What follows belongs to an exercise in optimizing a design on an open flow for small area, a short achievable clock period and few clock cycles; a production flow would make more cautious choices. Function was checked by simulation only, so behaviour that the tests miss may differ from the original. Power is estimated from default activity; no workload was simulated.

[flow/design.v]
`default_nettype none
module muldiv_sequencer #(
  parameter int XLEN = 32
) (
  input  logic            clk,
  input  logic            rst,
  input  logic            start,
  input  logic [2:0]      funct3,
  input  logic [XLEN-1:0] rs1_val,
  input  logic [XLEN-1:0] rs2_val,
  input  logic            flush,
  output logic            stall,
  output logic            busy,
  output logic            done,
  output logic [XLEN-1:0] result
);
  localparam int              CNT_W    = $clog2(XLEN);
  localparam logic [XLEN-1:0] MIN_INT  = {1'b1, {(XLEN-1){1'b0}}};
  localparam logic [XLEN-1:0] ALL_ONES = '1;
  localparam logic [CNT_W-1:0] LAST_IT = CNT_W'(XLEN - 1);
  typedef enum logic [2:0] {
    ST_IDLE = 3'd0,
    ST_MUL  = 3'd1,
    ST_DIV  = 3'd2,
    ST_FIX  = 3'd3,
    ST_DONE = 3'd4
  } state_t;
  state_t           state, next_state;
  logic             accept;
  logic [1:0]       op;
  logic [XLEN-1:0]  mul_a, mul_b;
  logic [XLEN-1:0]  quot, rem, divisor;
  logic [CNT_W-1:0] cnt;
  logic             q_neg, r_neg;
  logic             signed_div, div_by_zero, div_ovf, div_special;
  logic [XLEN-1:0]  special_result, rs1_mag, rs2_mag;
  assign signed_div     = ~funct3[0];
  assign div_by_zero    = (rs2_val == '0);
  assign div_ovf        = signed_div & (rs1_val == MIN_INT) & (rs2_val == ALL_ONES);
  assign div_special    = div_by_zero | div_ovf;
  assign special_result = div_by_zero ? (funct3[1] ? rs1_val : ALL_ONES)
                                      : (funct3[1] ? '0      : MIN_INT);
  assign rs1_mag        = (signed_div & rs1_val[XLEN-1]) ? -rs1_val : rs1_val;
  assign rs2_mag        = (signed_div & rs2_val[XLEN-1]) ? -rs2_val : rs2_val;
  logic              a_signed, b_signed;
  logic [2*XLEN-1:0] a_wide, b_wide, product;
  logic [XLEN-1:0]   mul_result;
  assign a_signed   = op[0] ^ op[1];           
  assign b_signed   = (op == 2'b01);           
  assign a_wide     = {{XLEN{a_signed & mul_a[XLEN-1]}}, mul_a};
  assign b_wide     = {{XLEN{b_signed & mul_b[XLEN-1]}}, mul_b};
  assign product    = a_wide * b_wide;
  assign mul_result = (op == 2'b00) ? product[XLEN-1:0] : product[2*XLEN-1:XLEN];
  logic [XLEN:0]   shifted;
  logic            fits;
  logic [XLEN-1:0] trial, rem_next, quot_next, q_fixed, r_fixed;
  assign shifted   = {rem, quot[XLEN-1]};
  assign fits      = (shifted >= {1'b0, divisor});
  assign trial     = shifted[XLEN-1:0] - divisor;
  assign rem_next  = fits ? trial : shifted[XLEN-1:0];
  assign quot_next = {quot[XLEN-2:0], fits};
  assign q_fixed   = q_neg ? -quot : quot;
  assign r_fixed   = r_neg ? -rem  : rem;
  always_comb begin
    next_state = state;
    accept     = 1'b0;
    stall      = 1'b0;
    if (flush) begin
      next_state = ST_IDLE;
    end else begin
      case (state)
        ST_IDLE, ST_DONE: begin
          if (start) begin
            accept = 1'b1;
            stall  = 1'b1;
            if (!funct3[2])      next_state = ST_MUL;
            else if (div_special) next_state = ST_DONE;
            else                  next_state = ST_DIV;
          end else begin
            next_state = ST_IDLE;
          end
        end
        ST_MUL:  next_state = ST_DONE;
        ST_DIV:  next_state = (cnt == LAST_IT) ? ST_FIX : ST_DIV;
        ST_FIX:  next_state = ST_DONE;
        default: next_state = ST_IDLE;
      endcase
    end
    if (state == ST_MUL || state == ST_DIV || state == ST_FIX) stall = 1'b1;
  end
  always_ff @(posedge clk) begin
    if (rst) begin
      state <= ST_IDLE;
      busy  <= 1'b0;
      done  <= 1'b0;
    end else begin
      state <= next_state;
      busy  <= (next_state == ST_MUL) || (next_state == ST_DIV) || (next_state == ST_FIX);
      done  <= (next_state == ST_DONE);
    end
  end
  always_ff @(posedge clk) begin
    if (rst) begin
      op      <= '0;
      mul_a   <= '0;
      mul_b   <= '0;
      quot    <= '0;
      rem     <= '0;
      divisor <= '0;
      cnt     <= '0;
      q_neg   <= 1'b0;
      r_neg   <= 1'b0;
      result  <= '0;
    end else if (accept) begin
      op      <= funct3[1:0];
      mul_a   <= rs1_val;
      mul_b   <= rs2_val;
      quot    <= rs1_mag;
      rem     <= '0;
      divisor <= rs2_mag;
      cnt     <= '0;
      q_neg   <= signed_div & (rs1_val[XLEN-1] ^ rs2_val[XLEN-1]);
      r_neg   <= signed_div & rs1_val[XLEN-1];
      if (funct3[2] && div_special) result <= special_result;
    end else if (!flush) begin
      case (state)
        ST_MUL: result <= mul_result;
        ST_DIV: begin
          rem  <= rem_next;
          quot <= quot_next;
          cnt  <= cnt + CNT_W'(1);
        end
        ST_FIX: result <= op[1] ? r_fixed : q_fixed;
        default: ;
      endcase
    end
  end
endmodule
`default_nettype wire
[flow/run.sh]
#!/bin/bash
# synth_recipe.tcl (not shown) runs the flow's synth.tcl, then flattens the netlist and writes it again
# the make line also repeats each setting of config.mk as NAME=value (left out here)
make -C /OpenROAD-flow-scripts/flow DESIGN_CONFIG=/design/flow/config.mk WORK_HOME=/design/flow/orfs CLKGATE_MAP_FILE= SYNTH_SCRIPT=/design/flow/synth_recipe.tcl finish
[flow/config.mk]
export PLATFORM = sky130hd
export DESIGN_NAME = muldiv_sequencer
export DESIGN_NICKNAME = muldiv_sequencer
export VERILOG_FILES = /design/flow/design.v
export SDC_FILE = /design/flow/constraint.sdc
export NUM_CORES = 4
export LEC_CHECK = 0
export CAP_MARGIN = 20
export CORE_MARGIN = 2
export CORE_UTILIZATION = 40
export SLEW_MARGIN = 20
[flow/constraint.sdc]
create_clock -name core_clock -period 11.0 [get_ports {clk}]
set_input_delay 2.2000 -clock core_clock [delete_from_list [all_inputs] [get_ports {clk}]]
set_output_delay 2.2000 -clock core_clock [all_outputs]
set_load 0.01 [all_outputs]
==> run summary <==
- Outcome: timing/DRC/antenna clean
- GRT overflow: 0
- Worst-Skew Late Latency: 0.56 ns
- Drt drc: 0
- R2R Setup Slk: 0.78 ns
- Avg Cell Area, Syn: 8.39 µm²
- R2r worst-path depth: 29
- Synth-to-layout area growth: 6.57%
- CTS hold repair buffers: 0
- H-Tree Depth: 1
- FILL cells: 12837
- Comb pwr share: 38.2%
- Pin count of the biggest net entering global routing: 88
- Initial DRC count: 2972
- Placeable Area: 128000 µm²
- Share of layout cells above drive strength 1: 3.24%
- I/O Pins: 106
- Synth top area share: 43.7%
- Initial antenna violation count: 7
- Routability congestion estimate: 0.940
- Hpwl dp: 125000 µm
- Die height: 363 µm
- Num Clock Sinks: 205
- Max Cap Viol: 0
- Final Hold Fails: 0
- DR vias: 41070
- Final-stage net count: 7446
- Util after Layout: 43.0%
- Slew of the pin with the lowest slew margin: 1.14 ns
- Top-count cell post-synth: inv_1
- RSZ-0062 raised after global routing: no
- Routed WL: 154000 µm
- Post-CTS resize count: 0
- Max VDD drop: 0.000108 V
- Crit path time final: 10.22 ns
- Synth Warn #: 1
- Remaining antenna violation count: 0
- Hold Crit Depth: 2
- Initial Utilization: 40.4%
- Maximum clock insertion buffer count: 3
- Vias in the first global route: 43033
- Ys async rst share: 0%
- Post-synth EDFFs: 0
- Switch share: 40.4%
- Cts bufs inserted: 27
- Crit Reg-Reg Startpoint: op[1]
- Slowest cell on crit path: fa_1
- Clk network pwr share: 32.8%
- Final period util: 92.9%
- Slew Limit Headroom: 24.1%
- Synthesized Nets: 7594
- Cells after synthesis: 6144
- Hold Slack: 0.455 ns
- CTS tree: done
- Top_reg_cell synth: dfxtp_1
- Number of post-CTS setup repair buffers: 0
- Vias/cell: 5.35
- Sequential Power Share: 29.0%
- Worst-path clk slew: 0.06 ns
- Worst Hold Endpoint: mul_b[28]
- GRT Util Overall: 24.0%
- Power Density: 52.9 nW/µm²
- CP max FO: 18
- Port buffer count: 105
- Sw Pwr: 1180 µW
- CP endpoint kind: register
- Internal power: 1730 µW
- Top post-synthesis cells by area: fa_1 (44%), inv_1 (9.0%), dfxtp_1 (8.0%), nand2_1 (7.9%), ha_1 (6.1%)
- Req. time, crit path: 11.46 ns
- CP max stage delay: 0.87 ns
- Die Area: 132000 µm²
- Synth cell count leaders: inv_1 (1241), fa_1 (1126), nand2_1 (1084), clkbuf_1 (352), and2_1 (280)
- Setup TNS: 0 ns
- Rows: 131
- Leading area contributor after synthesis: fa_1
- Sequential share of the synthesized area: 7.96%
- LEAKAGE: 0.0245 µW
- HP Start: mul_b[28]
- Die Wd: 363 µm
- Routed length per instance: 20.1 µm
- First-pass iteration count of the detailed router: 6
- CP Data Arrival Time: 10.68 ns
- Hold WC Path Type: reg2reg
- Slew Limit Fails: 0
- Global-route wire length before repair: 247000 µm
- Worst setup SP type: register
- Reg2reg end: result[24]
- Worst Clk Skew: 0.0105 ns
- Final setup viols: 0
- Netlist cell types: 87
- Achievable frequency: 97.9 MHz
- Root buffer cell: clkbuf_16
- WS Path Type: reg2reg
- Mapped Area: 51600 µm²
- Number of synthesized register bits: 205
==> layer usage <==
metal | vias to the layer above | GRT usage [%] | routed length, µm
li1 | 18389 | - | -
met1 | 21223 | 32.6 | 65700
met2 | 1228 | 41.0 | 74800
met3 | 230 | 1.73 | 8160
met4 | 0 | 7.01 | 5420
met5 | - | 0 | 0
==> worst max-delay path: cells and delay by family, from the launching register on <==
kind	cells	cell delay (ns)
AND/OR/NAND/NOR	3	1.05
AO/OA/AOI/OAI	8	1.94
flip-flops	1	0.33
adder cells (fa/ha/maj)	10	5.51
buffers and inverters	8	1.25
==> cells in the final DEF, fill, tap and decap left out, drive strengths merged, types with 21 or more instances in the layout <==
cell type	n
a211oi	61
a21o	36
a21oi	238
a311oi	45
a31oi	21
and2	281
and3	33
buf	96
clkbuf	32
clkdlybuf4s50	104
dfxtp	205
fa	1126
ha	253
inv	1242
nand2	1086
nand2b	29
nand3	40
nand4	30
nor2	275
nor2b	25
nor3	71
nor4	24
o211ai	26
o21ai	175
o31ai	28
or3	27
xnor2	108
xor2	83
==> sequential cells by signal, summed over array words and instances (netlist names) <==
| signal | cells |
|---|---|
| divisor | 32 |
| mul_a | 32 |
| quot | 32 |
| rem | 32 |
| result | 32 |
| mul_b | 31 |
| cnt | 5 |
| state | 3 |
| op | 2 |
| busy | 1 |
| done | 1 |
| q_neg | 1 |
| r_neg | 1 |
==> cells by family after synthesis <==
group                    Yosys count  share of synthesized area [%]
multiplexers                      22                          0.439
AND/OR/NAND/NOR                 1975                           17.4
buffers and inverters           1618                           11.8
XOR/XNOR                         191                           3.24
AO/OA/AOI/OAI                    754                           9.33
adder cells (fa/ha/maj)         1379                           49.8
flip-flops                       205                           7.96
==> worst max path at each step <==
stage / from / end / slack (ns) / cells after the start
2_1_floorplan: op[1] / result[24] / 2.26 / 31
4_1_cts: op[1] / result[24] / 0.78 / 29
5_1_grt: op[1] / result[24] / 0.22 / 29
3_3_place_gp: op[1] / result[24] / 1.04 / 29
6_report: op[1] / result[24] / 0.78 / 29
3_5_place_dp: op[1] / result[24] / 0.81 / 29
==> metrics by stage <==
stage	cells	cell area (µm²)	power [µW]	worst slack [ns]
finish	7680	55000	2910	0.784
global route	7679	55000	3060	0.222
CTS	7679	55000	2910	0.784
detailed placement	7629	54000	1960	0.809
global placement	7629	54000	1950	1.04
floorplan	6144	51600	1550	2.26
==> power groups by stage <==
| stage | sequential, µW | clock (µW) | combinational [µW] |
|---|---|---|---|
| 6_report | 843 | 954 | 1110 |
| 2_1_floorplan | 816 | 0 | 731 |
| 3_5_place_dp | 858 | 0 | 1100 |
| 3_3_place_gp | 856 | 0 | 1090 |
| 4_1_cts | 841 | 960 | 1110 |
| 5_1_grt | 847 | 994 | 1220 |
==> layout make-up <==
type	instances	area, µm²	area share [%]
antenna	1	2.50	0.00455
clock buffer	32	704	1.28
clock inverter	18	231	0.421
inverter	1241	4660	8.48
sequential	205	4110	7.47
tap	1662	2080	3.78
multi-input combinational	4321	41400	75.3
timing repair buffer	200	1780	3.23
Testbench counts, summed over its fixed seeds: cycles 83,385.

[re-timing with driven ports]
How much do the figures lean on ideal ports? The routed layout below was timed once more, with nothing changed but the port constraints. Step 1 assumes that a clkbuf_16 drives the clock port and a buf_2 every other input. Step 2 also shifts input and output timing later by t, the mid clock arrival at the registers, as if the neighbouring blocks saw the same clock. Slacks: ideal ports / drivers / drivers and shift; pairs: ideal ports / drivers.
shift t [ns]: 0.607
setup WS [ns]: 0.784 / 0.784 / 0.784
worst setup path at the end: register to register
pins driven straight from the clock port: 1
After both steps setup and hold are still met in this run. The setup slack of this run moves by 0.000 ns with the drivers and by 0.000 ns with both steps.
